What follows belongs to an exercise in optimizing a design on an open flow for a short achievable clock period and few clock cycles; a production flow would make more cautious choices. In this exercise RTL edits were held to simulation tests only and were not proved equivalent to the original. No activity file was given, so power comes from the tool's default toggle rates.

Design rv_core, start of the top module:
module rv_core (
  input  logic                clk_i,
  input  logic                rst_i,
  output logic [32-1:0] imem_addr_o,
  input  logic [31:0]         imem_data_i,
  output logic                dmem_re_o,
  output logic                dmem_we_o,
  output logic [32-1:0] dmem_addr_o,
  output logic [32-1:0] dmem_wdata_o,
  input  logic [32-1:0] dmem_rdata_i
);
Size in the first run: ~6,700 cells after synthesis, roughly 2,400 flip-flops.
clock: 5.5 ns
lec_check: 0
abc_clock_period_in_ps: 2000
cap_margin: 20
core_margin: 2
core_utilization: 25
gpl_routability_driven: 1
place_density: 0.45
setup_slack_margin: 3.5
slew_margin: 20
run.sh (not shown) runs the stock make flow with config.mk's settings and CLKGATE_MAP_FILE= SYNTH_SCRIPT=/design/flow/synth_recipe.tcl, a recipe that flattens the netlist after the stock synthesis.
Testbench counts at the start, summed over its fixed seeds: cycles 150,638.
Change:
--- a/flow/design.v
+++ b/flow/design.v
@@ -173,17 +173,16 @@
   logic        w_nld_q;     
   logic        w_we_q;
   logic        w_wreg_q;
   logic [31:0] w_addr_q;
   logic [31:0] w_wdata_q;
   logic [31:0] w_res_q;
   logic        w_z_q;       
   logic [4:0]  w_rd_q;
-  logic [31:0] w_oh_q;      
   logic [31:0] rf_q [32];
   logic [31:0] rf_v_q;
   logic [31:0] rf_kz_q;    
   logic [31:0] rf_kn_q;    
   logic          f_hit, f_hit_u;
   logic          f_fnt;      
   logic [31:2]   f_tgt;
   logic [31:12]  f_hpc;
@@ -232,17 +231,17 @@
       end
   end
   assign f_pc4 = pc_q + 32'd4;
   assign f_ir  = imem_data_i;
   always_comb
   begin
     for (int i = 0; i < 32; i++)
     begin
-      f_v_eff[i] = rf_v_q[i] | w_oh_q[i];
+      f_v_eff[i] = rf_v_q[i] | (w_wreg_q && w_rd_q == i[4:0]);
       f_sel1[i]  = f_v_eff[i] && f_ir[19:15] == i[4:0];
       f_sel2[i]  = f_v_eff[i] && f_ir[24:20] == i[4:0];
     end
   end
   always_comb
   begin
     for (int i = 13; i < 32; i++)
     begin
@@ -485,17 +484,16 @@
       m_alloc_q <= 1'b0;
       m_lw_q    <= 1'b0;
       m_sw_q    <= 1'b0;
       m_wreg_q  <= 1'b0;
       w_re_q    <= 1'b0;
       w_nld_q   <= 1'b1;
       w_we_q    <= 1'b0;
       w_wreg_q  <= 1'b0;
-      w_oh_q    <= '0;
       rf_v_q    <= '0;
     end
     else
     begin
       pc_q  <= pc_next;
       rst_q <= 1'b0;
       d_v_q <= ~pc_other;
       e_v_q <= d_v_q & ~kill_d;
@@ -511,19 +509,18 @@
       m_lw_q   <= e_v_q & ~kill_e & e_lw_q;
       m_sw_q   <= e_v_q & ~kill_e & e_sw_q;
       m_wreg_q <= e_v_q & ~kill_e & e_wreg_q;
       m_alloc_q <= e_v_q & e_pred_q & ~e_bfok_q & ~m_alloc_q;
       w_re_q   <= m_lw_q;
       w_nld_q  <= ~m_lw_q;
       w_we_q   <= m_sw_q;
       w_wreg_q <= m_wreg_q;
-      for (int i = 0; i < 32; i++)
-        w_oh_q[i] <= m_wreg_q && m_rd_q == i[4:0];
-      rf_v_q <= rf_v_q | w_oh_q;
+      if (w_wreg_q)
+        rf_v_q[w_rd_q] <= 1'b1;
     end
   end
   always_ff @(posedge clk_i)
   begin
     pc_o_q  <= pc_next;
     pc_tn_q <= ~pc_next[11:2];
     pc_tp_q <= pc_next[11:2];
     if (m_alloc_q)
@@ -612,22 +609,21 @@
     m_other_q <= e_rsel_q[2] ? e_pc4_q : e_and_q ? (e_a_q & e_rs2_q) : (e_a_q | e_rs2_q);
     m_rs2_q   <= e_rs2_q;
     m_rd_q    <= e_rd_q;
     w_addr_q  <= m_sum;
     w_wdata_q <= m_rs2_q;
     w_res_q   <= m_res;
     w_z_q     <= m_z;
     w_rd_q    <= m_rd_q;
-    for (int i = 0; i < 32; i++)
-      if (w_oh_q[i])
-      begin
-        rf_q[i]    <= w_nld_q ? w_res_q : dmem_rdata_i;
-        rf_kz_q[i] <= w_nld_q & w_z_q;
-        rf_kn_q[i] <= w_nld_q & ~w_z_q;
-      end
+    if (w_wreg_q)
+    begin
+      rf_q[w_rd_q]    <= w_nld_q ? w_res_q : dmem_rdata_i;
+      rf_kz_q[w_rd_q] <= w_nld_q & w_z_q;
+      rf_kn_q[w_rd_q] <= w_nld_q & ~w_z_q;
+    end
   end
   assign dmem_re_o    = w_re_q;
   assign dmem_we_o    = w_we_q;
   assign dmem_addr_o  = w_addr_q;
   assign dmem_wdata_o = w_wdata_q;
 endmodule
 `default_nettype wire
Effect: Clock power goes down by a few percent. First-iteration DRC count is higher slightly. Non-clock buffer count rose by 329. Register-to-register slack gets worse by 0.15 ns. Synthesized area climbs slightly. Global-route usage came out higher by 1.9 points. Core utilization rises by 1.4 points. Sequential share of layout area came out lower by 3.2 points. Cell count went up by a few percent.
Testbench counts after the change, summed over its fixed seeds: cycles 150,638.

-- static timing again, ports no longer ideal --
The results above use ideal ports. As a check the final layouts listed here were re-extracted and re-timed, cells and wires unchanged. Step 1 sets driving cells, clkbuf_16 on the clock port and buf_2 on the other inputs (assumed; they add their load-dependent delay and slew). Step 2, shift: input delay + t, output delay - t, t = (earliest + latest rising clock arrival at the registers) / 2. This alone moves slack from input paths to output paths. a / b / c = ideal ports / drivers / drivers and shift; a / b = the first two.
run | t (ns) | slack for setup (ns) | worst setup path after step 2 | latest minus earliest clock arrival (ns) | slew at the worst register clock pin (ns)
the first run | 0.958 | 2.995 / 2.884 / 2.619 | input to register | 0.085 / 0.085 | 0.07 / 0.07
the second run | 1.024 | 2.869 / 2.774 / 2.334 | input to register | 0.125 / 0.125 | 0.07 / 0.07
After both steps every run listed still meets setup and hold. For the second run, which loses most, drivers alone change the setup slack by -0.095 ns; drivers and shift together by -0.535 ns.
